What follows belongs to an exercise in optimizing a design on an open flow for small area and a short achievable clock period; a production flow would make more cautious choices.
Where RTL was checked, it was by simulation tests only, not by an equivalence proof against the original.

==> run a: inputs <==
==> flow/design.v <==
module pst_brain_core (
  input  logic       clk,
  input  logic       rst,
  input  logic [7:0] cur0,
  input  logic [7:0] cur1,
  input  logic [7:0] cur2,
  input  logic [7:0] cur3,
  output logic [7:0] phase0,
  output logic [7:0] phase1,
  output logic [7:0] phase2,
  output logic [7:0] phase3,
  output logic [2:0] winner,
  output logic [7:0] winner_score,
  output logic [7:0] winner_rel,
  output logic [7:0] w_ab,
  output logic [7:0] w_ac,
  output logic [7:0] w_ad,
  output logic [7:0] w_bc,
  output logic [7:0] w_bd,
  output logic [7:0] w_cd,
  output logic [7:0] seq_slot_A,
  output logic [7:0] seq_slot_B,
  output logic       seq_force_valid,
  output logic [7:0] seq_force_pred,
  output logic [7:0] pred_out,
  output logic [7:0] pred_err,
  output logic       reward_out,
  output logic [2:0] gamma_cnt,
  output logic [2:0] theta_cnt,
  output logic       theta_tick,
  output logic       episode_last,
  output logic [2:0] ep_winner,
  output logic [3:0] ep_strength,
  output logic       ep_valid,
  output logic       exploit_mode,
  output logic       explore_mode,
  output logic [1:0] confidence_level,
  output logic       err_explore,
  output logic       delta_tick,
  output logic [2:0] topic_winner,
  output logic [2:0] topic_strength,
  output logic       topic_valid
);
  logic [7:0] r_cnt;
  logic [3:0] r_sp;
  logic [7:0] r_v     [4];
  logic [7:0] r_phase [4];
  logic [6:0] r_w     [6];
  logic [2:0] r_winner;
  logic [7:0] r_win_score, r_win_rel, r_slot_a, r_slot_b, r_pred, r_pred_err;
  logic       r_reward, r_err_explore, r_dcnt;
  logic [1:0] r_rew_run, r_force_left, r_conf, r_err_run;
  logic [2:0] r_gamma_cnt, r_theta_cnt;
  logic [2:0] r_win_cnt [6];
  logic [2:0] r_ep_cnt  [6];
  logic       r_theta_tick, r_delta_tick, r_ep_valid, r_topic_valid;
  logic [2:0] r_ep_winner, r_topic_winner, r_topic_strength;
  logic [3:0] r_ep_strength;
  logic [7:0] w_cur [4];
  assign w_cur[0] = cur0;
  assign w_cur[1] = cur1;
  assign w_cur[2] = cur2;
  assign w_cur[3] = cur3;
  logic w_gamma_end, w_explore;
  assign w_gamma_end = &r_cnt;
  assign w_explore   = ~r_conf[1] | r_err_explore;
  logic [3:0] w_fire;
  logic [8:0] w_rem [4];
  always_comb begin
    for (int c = 0; c < 4; c++) begin
      w_rem[c]  = {1'b0, r_v[c]} - {1'b0, w_cur[c]};
      w_fire[c] = ~r_sp[c] & (w_rem[c][8] | (w_rem[c][7:0] == 8'd0));
    end
  end
  logic [7:0] w_ph [4];
  always_comb
    for (int c = 0; c < 4; c++) w_ph[c] = r_sp[c] ? r_v[c] : 8'd255;
  function automatic logic [1:0] pair_a(input int p);
    case (p)
      0, 1, 2: pair_a = 2'd0;
      3, 4:    pair_a = 2'd1;
      default: pair_a = 2'd2;
    endcase
  endfunction
  function automatic logic [1:0] pair_b(input int p);
    case (p)
      0:       pair_b = 2'd1;
      1, 3:    pair_b = 2'd2;
      default: pair_b = 2'd3;
    endcase
  endfunction
  logic [7:0] w_rel [6];
  logic [7:0] w_score [6];
  logic [5:0] w_coh;
  logic [2:0] w_bias [6];
  logic [7:0] q_a, q_b, q_diff;
  logic       q_valid;
  always_comb begin
    q_a = '0; q_b = '0; q_diff = '0; q_valid = 1'b0;
    for (int p = 0; p < 6; p++) begin
      q_a     = r_v[pair_a(p)];
      q_b     = r_v[pair_b(p)];
      q_diff  = (q_a > q_b) ? (q_a - q_b) : (q_b - q_a);
      q_valid = r_sp[pair_a(p)] & r_sp[pair_b(p)];
      w_rel[p]  = q_valid ? ~q_diff : 8'd0;
      w_coh[p]  = q_valid & (q_diff <= 8'd20);
      w_bias[p] = {~w_explore & r_ep_valid & (r_ep_winner == 3'(p)),
                   ~w_explore & r_topic_valid & (r_topic_winner == 3'(p)), 1'b0};
      w_score[p] = {1'b0, w_rel[p][7:1]} + {3'b0, r_w[p][6:2]} + {5'b0, w_bias[p]};
    end
  end
  logic       t01, t23, t45, tA, tB;
  logic [7:0] s01, s23, s45, sA;
  logic [2:0] i01, i23, i45, iA;
  logic [2:0] w_winner;
  logic [7:0] w_best;
  always_comb begin
    t01 = w_score[1] > w_score[0];
    t23 = w_score[3] > w_score[2];
    t45 = w_score[5] > w_score[4];
    s01 = t01 ? w_score[1] : w_score[0];
    s23 = t23 ? w_score[3] : w_score[2];
    s45 = t45 ? w_score[5] : w_score[4];
    i01 = t01 ? 3'd1 : 3'd0;
    i23 = t23 ? 3'd3 : 3'd2;
    i45 = t45 ? 3'd5 : 3'd4;
    tA  = s23 > s01;
    sA  = tA ? s23 : s01;
    iA  = tA ? i23 : i01;
    tB  = s45 > sA;
    w_best   = tB ? s45 : sA;
    w_winner = tB ? i45 : iA;
  end
  logic [5:0] w_win1h;
  always_comb
    for (int p = 0; p < 6; p++) w_win1h[p] = (w_winner == 3'(p));
  logic [7:0] w_best_rel;
  always_comb begin
    w_best_rel = 8'd0;
    for (int p = 0; p < 6; p++) w_best_rel = w_best_rel | (w_win1h[p] ? w_rel[p] : 8'd0);
  end
  logic [7:0] w_pred, w_err;
  logic       w_reward, w_hi_err;
  logic [1:0] w_rew_run, w_err_run;
  always_comb begin
    if (r_winner == 3'd0)      w_pred = r_slot_a;
    else if (r_winner == 3'd5) w_pred = r_slot_b;
    else                       w_pred = r_win_score;
    w_err     = (w_best > w_pred) ? (w_best - w_pred) : (w_pred - w_best);
    w_reward  = (w_err < 8'd5);
    w_hi_err  = (w_err > 8'd5);
    w_rew_run = !w_reward ? 2'd0 : ((r_rew_run == 2'd2) ? 2'd2 : r_rew_run + 2'd1);
    w_err_run = !w_hi_err ? 2'd0 : ((r_err_run == 2'd3) ? 2'd3 : r_err_run + 2'd1);
  end
  logic [6:0] w_w_next [6];
  always_comb begin
    for (int p = 0; p < 6; p++) begin
      w_w_next[p] = r_w[p];
      if (w_win1h[p]) begin
        if (w_coh[p]) w_w_next[p] = (r_w[p] >= 7'd118) ? 7'd120 : r_w[p] + 7'd2;
      end else if (r_dcnt) begin
        w_w_next[p] = (r_w[p] != 7'd0) ? r_w[p] - 7'd1 : 7'd0;
      end
    end
  end
  logic [2:0] v_b, v_m, v_cw;
  logic       v_hit;
  logic [2:0] w_ep_win;
  logic [3:0] w_ep_str;
  always_comb begin
    v_b = 3'd0;
    v_m = r_win_cnt[0];
    for (int p = 1; p < 6; p++)
      if (r_win_cnt[p] > v_m) begin
        v_b = 3'(p);
        v_m = r_win_cnt[p];
      end
    v_cw = 3'd0;
    for (int p = 0; p < 6; p++) v_cw = v_cw | (w_win1h[p] ? r_win_cnt[p] : 3'd0);
    v_hit    = (v_cw == v_m);
    w_ep_win = (v_hit | ((v_cw + 3'd1 == v_m) & (w_winner < v_b))) ? w_winner : v_b;
    w_ep_str = {1'b0, v_m} + {3'd0, v_hit};
  end
  logic [2:0] u_b, u_m, u_cw;
  logic       u_hit;
  logic [2:0] w_topic_win, w_topic_str;
  always_comb begin
    u_b = 3'd0;
    u_m = r_ep_cnt[0];
    for (int p = 1; p < 6; p++)
      if (r_ep_cnt[p] > u_m) begin
        u_b = 3'(p);
        u_m = r_ep_cnt[p];
      end
    u_cw = 3'd0;
    for (int p = 0; p < 6; p++) u_cw = u_cw | ((w_ep_win == 3'(p)) ? r_ep_cnt[p] : 3'd0);
    u_hit       = (u_cw == u_m);
    w_topic_win = (u_hit | ((u_cw + 3'd1 == u_m) & (w_ep_win < u_b))) ? w_ep_win : u_b;
    w_topic_str = u_m + {2'd0, u_hit};
  end
  logic [1:0] w_conf_new;
  always_comb begin
    w_conf_new = r_conf;
    if (w_ep_str >= 4'd7)      w_conf_new = (r_conf == 2'd3) ? 2'd3 : r_conf + 2'd1;
    else if (w_ep_str <= 4'd5) w_conf_new = (r_conf == 2'd0) ? 2'd0 : r_conf - 2'd1;
  end
  always_ff @(posedge clk or posedge rst) begin
    if (rst) begin
      r_cnt <= '0;
      r_sp  <= '0;
      for (int c = 0; c < 4; c++) begin
        r_v[c] <= 8'd200; r_phase[c] <= 8'd255;
      end
      for (int p = 0; p < 6; p++) begin
        r_w[p] <= 7'd64; r_win_cnt[p] <= '0; r_ep_cnt[p] <= '0;
      end
      r_winner <= '0; r_win_score <= '0; r_win_rel <= '0;
      r_slot_a <= 8'd0; r_slot_b <= 8'd213;
      r_pred <= '0; r_pred_err <= '0; r_reward <= 1'b0;
      r_rew_run <= '0; r_force_left <= '0; r_err_run <= '0; r_err_explore <= 1'b0;
      r_dcnt <= 1'b0; r_gamma_cnt <= '0; r_theta_cnt <= '0; r_conf <= 2'd2;
      r_theta_tick <= 1'b0; r_delta_tick <= 1'b0; r_ep_valid <= 1'b0; r_topic_valid <= 1'b0;
      r_ep_winner <= '0; r_ep_strength <= '0; r_topic_winner <= '0; r_topic_strength <= '0;
    end else begin
      r_cnt        <= r_cnt + 8'd1;
      r_theta_tick <= 1'b0;
      r_delta_tick <= 1'b0;
      for (int c = 0; c < 4; c++) begin
        if (w_gamma_end) begin
          r_sp[c] <= 1'b0;
          r_v[c]  <= 8'd200;
        end else if (w_fire[c]) begin
          r_sp[c] <= 1'b1;
          r_v[c]  <= r_cnt;
        end else if (!r_sp[c]) begin
          r_v[c]  <= w_rem[c][7:0];
        end
      end
      if (w_gamma_end) begin
        for (int c = 0; c < 4; c++) r_phase[c] <= w_ph[c];
        for (int p = 0; p < 6; p++) r_w[p] <= w_w_next[p];
        r_winner    <= w_winner;
        r_win_score <= w_best;
        r_win_rel   <= w_best_rel;
        r_slot_a    <= w_score[0];
        r_slot_b    <= w_score[5];
        r_pred      <= w_pred;
        r_pred_err  <= w_err;
        r_reward    <= w_reward;
        r_rew_run   <= w_rew_run;
        if (w_rew_run == 2'd2)         r_force_left <= 2'd2;
        else if (r_force_left != 2'd0) r_force_left <= r_force_left - 2'd1;
        r_err_run <= w_err_run;
        if (w_reward)                  r_err_explore <= 1'b0;
        else if (w_err_run == 2'd3)    r_err_explore <= 1'b1;
        r_dcnt      <= ~r_dcnt;
        r_gamma_cnt <= r_gamma_cnt + 3'd1;
        if (r_gamma_cnt == 3'd7) begin
          for (int p = 0; p < 6; p++) r_win_cnt[p] <= '0;
          r_ep_winner   <= w_ep_win;
          r_ep_strength <= w_ep_str;
          r_ep_valid    <= 1'b1;
          r_conf        <= w_conf_new;
          r_theta_tick  <= 1'b1;
          if (r_theta_cnt == 3'd4) begin
            r_theta_cnt <= '0;
            for (int p = 0; p < 6; p++) r_ep_cnt[p] <= '0;
            r_topic_winner   <= w_topic_win;
            r_topic_strength <= w_topic_str;
            r_topic_valid    <= 1'b1;
            r_delta_tick     <= 1'b1;
          end else begin
            r_theta_cnt <= r_theta_cnt + 3'd1;
            for (int p = 0; p < 6; p++)
              r_ep_cnt[p] <= r_ep_cnt[p] + ((w_ep_win == 3'(p)) ? 3'd1 : 3'd0);
          end
        end else begin
          for (int p = 0; p < 6; p++) r_win_cnt[p] <= r_win_cnt[p] + {2'd0, w_win1h[p]};
        end
      end
    end
  end
  assign phase0 = r_phase[0];
  assign phase1 = r_phase[1];
  assign phase2 = r_phase[2];
  assign phase3 = r_phase[3];
  assign winner = r_winner;
  assign winner_score = r_win_score;
  assign winner_rel   = r_win_rel;
  assign w_ab = {r_w[0], 1'b0};
  assign w_ac = {r_w[1], 1'b0};
  assign w_ad = {r_w[2], 1'b0};
  assign w_bc = {r_w[3], 1'b0};
  assign w_bd = {r_w[4], 1'b0};
  assign w_cd = {r_w[5], 1'b0};
  assign seq_slot_A      = r_slot_a;
  assign seq_slot_B      = r_slot_b;
  assign seq_force_valid = (r_force_left != 2'd0);
  assign seq_force_pred  = seq_force_valid ? r_pred : 8'd0;
  assign pred_out        = r_pred;
  assign pred_err        = r_pred_err;
  assign reward_out      = r_reward;
  assign gamma_cnt       = r_gamma_cnt;
  assign theta_cnt       = r_theta_cnt;
  assign theta_tick      = r_theta_tick;
  assign episode_last    = (r_gamma_cnt == 3'd7);
  assign ep_winner       = r_ep_winner;
  assign ep_strength     = r_ep_strength;
  assign ep_valid        = r_ep_valid;
  assign exploit_mode    = (r_conf == 2'd3);
  assign explore_mode    = w_explore;
  assign confidence_level = r_conf;
  assign err_explore     = r_err_explore;
  assign delta_tick      = r_delta_tick;
  assign topic_winner    = r_topic_winner;
  assign topic_strength  = r_topic_strength;
  assign topic_valid     = r_topic_valid;
endmodule
==> flow/run.sh <==
#!/bin/bash
# synth_recipe.tcl (not shown) runs the flow's synth.tcl, then flattens the netlist and writes it again
# the make line also repeats each setting of config.mk as NAME=value (left out here)
make -C /OpenROAD-flow-scripts/flow DESIGN_CONFIG=/design/flow/config.mk WORK_HOME=/design/flow/orfs CLKGATE_MAP_FILE= SYNTH_SCRIPT=/design/flow/synth_recipe.tcl finish
==> flow/config.mk <==
export PLATFORM = sky130hd
export DESIGN_NAME = pst_brain_core
export DESIGN_NICKNAME = pst_brain_core
export VERILOG_FILES = /design/flow/design.v
export SDC_FILE = /design/flow/constraint.sdc
export NUM_CORES = 4
export LEC_CHECK = 0
export CAP_MARGIN = 20
export CORE_MARGIN = 2
export CORE_UTILIZATION = 40
export SLEW_MARGIN = 20
==> flow/constraint.sdc <==
create_clock -name core_clock -period 40.0 [get_ports {clk}]
set_input_delay 8.0000 -clock core_clock [delete_from_list [all_inputs] [get_ports {clk}]]
set_output_delay 8.0000 -clock core_clock [all_outputs]
set_load 0.01 [all_outputs]
==> run b (differences from run a) <==
==> flow/design.v, changed modules only <==
module pst_brain_core (
  input  logic       clk,
  input  logic       rst,
  input  logic [7:0] cur0,
  input  logic [7:0] cur1,
  input  logic [7:0] cur2,
  input  logic [7:0] cur3,
  output logic [7:0] phase0,
  output logic [7:0] phase1,
  output logic [7:0] phase2,
  output logic [7:0] phase3,
  output logic [2:0] winner,
  output logic [7:0] winner_score,
  output logic [7:0] winner_rel,
  output logic [7:0] w_ab,
  output logic [7:0] w_ac,
  output logic [7:0] w_ad,
  output logic [7:0] w_bc,
  output logic [7:0] w_bd,
  output logic [7:0] w_cd,
  output logic [7:0] seq_slot_A,
  output logic [7:0] seq_slot_B,
  output logic       seq_force_valid,
  output logic [7:0] seq_force_pred,
  output logic [7:0] pred_out,
  output logic [7:0] pred_err,
  output logic       reward_out,
  output logic [2:0] gamma_cnt,
  output logic [2:0] theta_cnt,
  output logic       theta_tick,
  output logic       episode_last,
  output logic [2:0] ep_winner,
  output logic [3:0] ep_strength,
  output logic       ep_valid,
  output logic       exploit_mode,
  output logic       explore_mode,
  output logic [1:0] confidence_level,
  output logic       err_explore,
  output logic       delta_tick,
  output logic [2:0] topic_winner,
  output logic [2:0] topic_strength,
  output logic       topic_valid
);
  logic [7:0] r_cnt;
  logic [3:0] r_sp;
  logic [7:0] r_v     [4];
  logic [7:0] r_phase [4];
  logic [6:0] r_w     [6];
  logic [2:0] r_winner;
  logic [7:0] r_win_score, r_win_rel, r_slot_a, r_slot_b, r_pred, r_pred_err;
  logic       r_reward, r_err_explore, r_dcnt;
  logic [1:0] r_rew_run, r_force_left, r_conf, r_err_run;
  logic [2:0] r_gamma_cnt, r_theta_cnt;
  logic [2:0] r_win_cnt [6];
  logic [2:0] r_ep_cnt  [6];
  logic       r_theta_tick, r_delta_tick, r_ep_valid, r_topic_valid;
  logic [2:0] r_ep_winner, r_topic_winner, r_topic_strength;
  logic [3:0] r_ep_strength;
  function automatic logic [8:0] addc8(input logic [7:0] a, input logic [7:0] b,
                                       input logic ci);
    logic       c;
    logic [7:0] s;
    c = ci;
    for (int i = 0; i < 8; i++) begin
      s[i] = a[i] ^ b[i] ^ c;
      c    = (a[i] & b[i]) | (c & (a[i] ^ b[i]));
    end
    addc8 = {c, s};
  endfunction
  function automatic logic gt8(input logic [7:0] a, input logic [7:0] b);
    logic [8:0] r;
    r = addc8(a, ~b, 1'b0);
    gt8 = r[8];
  endfunction
  logic [7:0] w_cur [4];
  assign w_cur[0] = cur0;
  assign w_cur[1] = cur1;
  assign w_cur[2] = cur2;
  assign w_cur[3] = cur3;
  logic w_gamma_end, w_explore;
  assign w_gamma_end = &r_cnt;
  assign w_explore   = ~r_conf[1] | r_err_explore;
  logic [3:0] w_fire;
  logic [8:0] w_rem [4];
  always_comb begin
    for (int c = 0; c < 4; c++) begin
      w_rem[c]  = addc8(r_v[c], ~w_cur[c], 1'b1);
      w_fire[c] = ~r_sp[c] & ~w_rem[c][8];
    end
  end
  logic [7:0] w_ph [4];
  always_comb
    for (int c = 0; c < 4; c++) w_ph[c] = r_sp[c] ? r_v[c] : 8'd255;
  function automatic logic [1:0] pair_a(input int p);
    case (p)
      0, 1, 2: pair_a = 2'd0;
      3, 4:    pair_a = 2'd1;
      default: pair_a = 2'd2;
    endcase
  endfunction
  function automatic logic [1:0] pair_b(input int p);
    case (p)
      0:       pair_b = 2'd1;
      1, 3:    pair_b = 2'd2;
      default: pair_b = 2'd3;
    endcase
  endfunction
  logic [7:0] w_rel [6];
  logic [7:0] w_score [6];
  logic [5:0] w_coh;
  logic [5:0] w_wb [6];
  logic [8:0] q_t1, q_t2, q_wb, q_sc;
  logic       q_valid;
  always_comb begin
    q_t1 = '0; q_t2 = '0; q_wb = '0; q_sc = '0; q_valid = 1'b0;
    for (int p = 0; p < 6; p++) begin
      q_t1    = addc8(r_v[pair_a(p)], ~r_v[pair_b(p)], 1'b0);
      q_t2    = addc8(r_v[pair_b(p)], ~r_v[pair_a(p)], 1'b0);
      q_valid = r_sp[pair_a(p)] & r_sp[pair_b(p)];
      w_rel[p] = ~q_valid ? 8'd0 : (q_t1[8] ? q_t2[7:0] : q_t1[7:0]);
      w_coh[p] = q_valid & gt8(w_rel[p], 8'd234);
      q_wb     = addc8({3'b0, r_w[p][6:2]},
                       {5'b0, ~w_explore & r_ep_valid & (r_ep_winner == 3'(p)),
                        ~w_explore & r_topic_valid & (r_topic_winner == 3'(p)), 1'b0}, 1'b0);
      w_wb[p]  = q_wb[5:0];
      q_sc     = addc8({1'b0, w_rel[p][7:1]}, {2'b0, w_wb[p]}, 1'b0);
      w_score[p] = q_sc[7:0];
    end
  end
  logic       t01, t23, t45, tA, tB;
  logic [7:0] s01, s23, s45, sA;
  logic [2:0] i01, i23, i45, iA;
  logic [2:0] w_winner;
  logic [7:0] w_best;
  always_comb begin
    t01 = gt8(w_score[1], w_score[0]);
    t23 = gt8(w_score[3], w_score[2]);
    t45 = gt8(w_score[5], w_score[4]);
    s01 = t01 ? w_score[1] : w_score[0];
    s23 = t23 ? w_score[3] : w_score[2];
    s45 = t45 ? w_score[5] : w_score[4];
    i01 = t01 ? 3'd1 : 3'd0;
    i23 = t23 ? 3'd3 : 3'd2;
    i45 = t45 ? 3'd5 : 3'd4;
    tA  = gt8(s23, s01);
    sA  = tA ? s23 : s01;
    iA  = tA ? i23 : i01;
    tB  = gt8(s45, sA);
    w_best   = tB ? s45 : sA;
    w_winner = tB ? i45 : iA;
  end
  logic [5:0] w_win1h;
  always_comb
    for (int p = 0; p < 6; p++) w_win1h[p] = (w_winner == 3'(p));
  logic [7:0] w_best_rel;
  logic [6:0] w_win_w;
  logic       w_win_coh;
  always_comb begin
    w_best_rel = 8'd0;
    w_win_w    = 7'd0;
    w_win_coh  = 1'b0;
    for (int p = 0; p < 6; p++) begin
      w_best_rel = w_best_rel | (w_win1h[p] ? w_rel[p] : 8'd0);
      w_win_w    = w_win_w | (w_win1h[p] ? r_w[p] : 7'd0);
      w_win_coh  = w_win_coh | (w_win1h[p] & w_coh[p]);
    end
  end
  logic [7:0] w_pred, w_err;
  logic [8:0] q_e1, q_e2;
  logic       w_reward, w_hi_err;
  logic [1:0] w_rew_run, w_err_run;
  always_comb begin
    if (r_winner == 3'd0)      w_pred = r_slot_a;
    else if (r_winner == 3'd5) w_pred = r_slot_b;
    else                       w_pred = r_win_score;
    q_e1      = addc8(w_best, ~w_pred, 1'b1);
    q_e2      = addc8(w_pred, ~w_best, 1'b1);
    w_err     = q_e1[8] ? q_e1[7:0] : q_e2[7:0];
    w_reward  = ~gt8(w_err, 8'd4);
    w_hi_err  = gt8(w_err, 8'd5);
    w_rew_run = !w_reward ? 2'd0 : ((r_rew_run == 2'd2) ? 2'd2 : r_rew_run + 2'd1);
    w_err_run = !w_hi_err ? 2'd0 : ((r_err_run == 2'd3) ? 2'd3 : r_err_run + 2'd1);
  end
  logic [6:0] w_inc;
  logic [8:0] q_inc, q_dec;
  logic [6:0] w_w_next [6];
  always_comb begin
    q_dec = '0;
    q_inc = addc8({1'b0, w_win_w}, 8'd2, 1'b0);
    w_inc = gt8({1'b0, w_win_w}, 8'd117) ? 7'd120 : q_inc[6:0];
    for (int p = 0; p < 6; p++) begin
      if (w_win1h[p])  w_w_next[p] = w_win_coh ? w_inc : r_w[p];
      else if (r_dcnt) begin
        q_dec = addc8({1'b0, r_w[p]}, 8'hFF, 1'b0);
        w_w_next[p] = (r_w[p] != 7'd0) ? q_dec[6:0] : 7'd0;
      end
      else             w_w_next[p] = r_w[p];
    end
  end
  logic [2:0] v_b, v_m, v_cw;
  logic       v_hit;
  logic [2:0] w_ep_win;
  logic [3:0] w_ep_str;
  always_comb begin
    v_b = 3'd0;
    v_m = r_win_cnt[0];
    for (int p = 1; p < 6; p++)
      if (gt8({5'd0, r_win_cnt[p]}, {5'd0, v_m})) begin
        v_b = 3'(p);
        v_m = r_win_cnt[p];
      end
    v_cw = 3'd0;
    for (int p = 0; p < 6; p++) v_cw = v_cw | (w_win1h[p] ? r_win_cnt[p] : 3'd0);
    v_hit    = (v_cw == v_m);
    w_ep_win = (v_hit | ((v_cw + 3'd1 == v_m) & gt8({5'd0, v_b}, {5'd0, w_winner}))) ? w_winner : v_b;
    w_ep_str = {1'b0, v_m} + {3'd0, v_hit};
  end
  logic [2:0] u_b, u_m, u_cw;
  logic       u_hit;
  logic [2:0] w_topic_win, w_topic_str;
  always_comb begin
    u_b = 3'd0;
    u_m = r_ep_cnt[0];
    for (int p = 1; p < 6; p++)
      if (gt8({5'd0, r_ep_cnt[p]}, {5'd0, u_m})) begin
        u_b = 3'(p);
        u_m = r_ep_cnt[p];
      end
    u_cw = 3'd0;
    for (int p = 0; p < 6; p++) u_cw = u_cw | ((w_ep_win == 3'(p)) ? r_ep_cnt[p] : 3'd0);
    u_hit       = (u_cw == u_m);
    w_topic_win = (u_hit | ((u_cw + 3'd1 == u_m) & gt8({5'd0, u_b}, {5'd0, w_ep_win}))) ? w_ep_win : u_b;
    w_topic_str = u_m + {2'd0, u_hit};
  end
  logic [1:0] w_conf_new;
  always_comb begin
    w_conf_new = r_conf;
    if (w_ep_str >= 4'd7)      w_conf_new = (r_conf == 2'd3) ? 2'd3 : r_conf + 2'd1;
    else if (w_ep_str <= 4'd5) w_conf_new = (r_conf == 2'd0) ? 2'd0 : r_conf - 2'd1;
  end
  always_ff @(posedge clk or posedge rst) begin
    if (rst) begin
      r_cnt <= '0;
      r_sp  <= '0;
      for (int c = 0; c < 4; c++) begin
        r_v[c] <= 8'd199; r_phase[c] <= 8'd255;
      end
      for (int p = 0; p < 6; p++) begin
        r_w[p] <= 7'd64; r_win_cnt[p] <= '0; r_ep_cnt[p] <= '0;
      end
      r_winner <= '0; r_win_score <= '0; r_win_rel <= '0;
      r_slot_a <= 8'd0; r_slot_b <= 8'd213;
      r_pred <= '0; r_pred_err <= '0; r_reward <= 1'b0;
      r_rew_run <= '0; r_force_left <= '0; r_err_run <= '0; r_err_explore <= 1'b0;
      r_dcnt <= 1'b0; r_gamma_cnt <= '0; r_theta_cnt <= '0; r_conf <= 2'd2;
      r_theta_tick <= 1'b0; r_delta_tick <= 1'b0; r_ep_valid <= 1'b0; r_topic_valid <= 1'b0;
      r_ep_winner <= '0; r_ep_strength <= '0; r_topic_winner <= '0; r_topic_strength <= '0;
    end else begin
      r_cnt        <= r_cnt + 8'd1;
      r_theta_tick <= 1'b0;
      r_delta_tick <= 1'b0;
      for (int c = 0; c < 4; c++) begin
        if (w_gamma_end) begin
          r_sp[c] <= 1'b0;
          r_v[c]  <= 8'd199;
        end else if (w_fire[c]) begin
          r_sp[c] <= 1'b1;
          r_v[c]  <= r_cnt;
        end else if (!r_sp[c]) begin
          r_v[c]  <= w_rem[c][7:0];
        end
      end
      if (w_gamma_end) begin
        for (int c = 0; c < 4; c++) r_phase[c] <= w_ph[c];
        for (int p = 0; p < 6; p++) r_w[p] <= w_w_next[p];
        r_winner    <= w_winner;
        r_win_score <= w_best;
        r_win_rel   <= w_best_rel;
        r_slot_a    <= w_score[0];
        r_slot_b    <= w_score[5];
        r_pred      <= w_pred;
        r_pred_err  <= w_err;
        r_reward    <= w_reward;
        r_rew_run   <= w_rew_run;
        if (w_rew_run == 2'd2)         r_force_left <= 2'd2;
        else if (r_force_left != 2'd0) r_force_left <= r_force_left - 2'd1;
        r_err_run <= w_err_run;
        if (w_reward)                  r_err_explore <= 1'b0;
        else if (w_err_run == 2'd3)    r_err_explore <= 1'b1;
        r_dcnt      <= ~r_dcnt;
        r_gamma_cnt <= r_gamma_cnt + 3'd1;
        if (r_gamma_cnt == 3'd7) begin
          for (int p = 0; p < 6; p++) r_win_cnt[p] <= '0;
          r_ep_winner   <= w_ep_win;
          r_ep_strength <= w_ep_str;
          r_ep_valid    <= 1'b1;
          r_conf        <= w_conf_new;
          r_theta_tick  <= 1'b1;
          if (r_theta_cnt == 3'd4) begin
            r_theta_cnt <= '0;
            for (int p = 0; p < 6; p++) r_ep_cnt[p] <= '0;
            r_topic_winner   <= w_topic_win;
            r_topic_strength <= w_topic_str;
            r_topic_valid    <= 1'b1;
            r_delta_tick     <= 1'b1;
          end else begin
            r_theta_cnt <= r_theta_cnt + 3'd1;
            for (int p = 0; p < 6; p++)
              r_ep_cnt[p] <= r_ep_cnt[p] + ((w_ep_win == 3'(p)) ? 3'd1 : 3'd0);
          end
        end else begin
          for (int p = 0; p < 6; p++) r_win_cnt[p] <= r_win_cnt[p] + {2'd0, w_win1h[p]};
        end
      end
    end
  end
  assign phase0 = r_phase[0];
  assign phase1 = r_phase[1];
  assign phase2 = r_phase[2];
  assign phase3 = r_phase[3];
  assign winner = r_winner;
  assign winner_score = r_win_score;
  assign winner_rel   = r_win_rel;
  assign w_ab = {r_w[0], 1'b0};
  assign w_ac = {r_w[1], 1'b0};
  assign w_ad = {r_w[2], 1'b0};
  assign w_bc = {r_w[3], 1'b0};
  assign w_bd = {r_w[4], 1'b0};
  assign w_cd = {r_w[5], 1'b0};
  assign seq_slot_A      = r_slot_a;
  assign seq_slot_B      = r_slot_b;
  assign seq_force_valid = (r_force_left != 2'd0);
  assign seq_force_pred  = seq_force_valid ? r_pred : 8'd0;
  assign pred_out        = r_pred;
  assign pred_err        = r_pred_err;
  assign reward_out      = r_reward;
  assign gamma_cnt       = r_gamma_cnt;
  assign theta_cnt       = r_theta_cnt;
  assign theta_tick      = r_theta_tick;
  assign episode_last    = (r_gamma_cnt == 3'd7);
  assign ep_winner       = r_ep_winner;
  assign ep_strength     = r_ep_strength;
  assign ep_valid        = r_ep_valid;
  assign exploit_mode    = (r_conf == 2'd3);
  assign explore_mode    = w_explore;
  assign confidence_level = r_conf;
  assign err_explore     = r_err_explore;
  assign delta_tick      = r_delta_tick;
  assign topic_winner    = r_topic_winner;
  assign topic_strength  = r_topic_strength;
  assign topic_valid     = r_topic_valid;
endmodule
==> results.cfg <==
[pwr]
p_int_mw = 0.5318

[routing]
vias_per_cell = 5.788

[cells_and_area]
fillCellCount = 5579
final_cell_mix = 324 x ha_1, 311 x nand2_1, 263 x o21ai_0

[yosys]
synth_compound_area_share_pct = 21.06

[status]
status = complete, no violations

[min_path]
hp-start = r_slot_b[2]

[sta]
tightest_slew_ns = 1.081

[worst_setup_path]
cp.arrival_ns = 16.96
That was run a.
==> results.cfg <==
[status]
status = complete, no violations

[worst_setup_path]
cp.arrival_ns = 18.30

[min_path]
hp-start = r_ep_strength[1]

[cells_and_area]
final_cell_mix = 288 x inv_1, 271 x nand2_1, 240 x nor2_1
fillCellCount = 5016

[pwr]
p_int_mw = 0.6092

[sta]
tightest_slew_ns = 1.074
That was run b.
The RTL of run b was laid out without a check of its function.

## what the ideal ports hide
In the flow no input, the clock included, has a driving cell. The finished layouts below were timed again as built, in two steps. Step 1 assumes that a clkbuf_16 drives the clock port and a buf_2 every other input. Step 2 adds t to the input delays and takes it off the output delays; t is the mean of the earliest and latest rising clock arrival at the registers after step 1. Input paths then give back, and output paths get back, about the clock's delay inside the block. Slacks: ideal / step 1 / step 2; pairs: ideal / step 1.
run | t, ns | slack for setup (ns) | cell pins on the clock port's net
run a | 0.660 | 23.558 / 23.558 / 23.558 | 1
run b | 0.645 | 22.140 / 22.140 / 22.140 | 1
After both steps setup and hold are still met in every run listed.
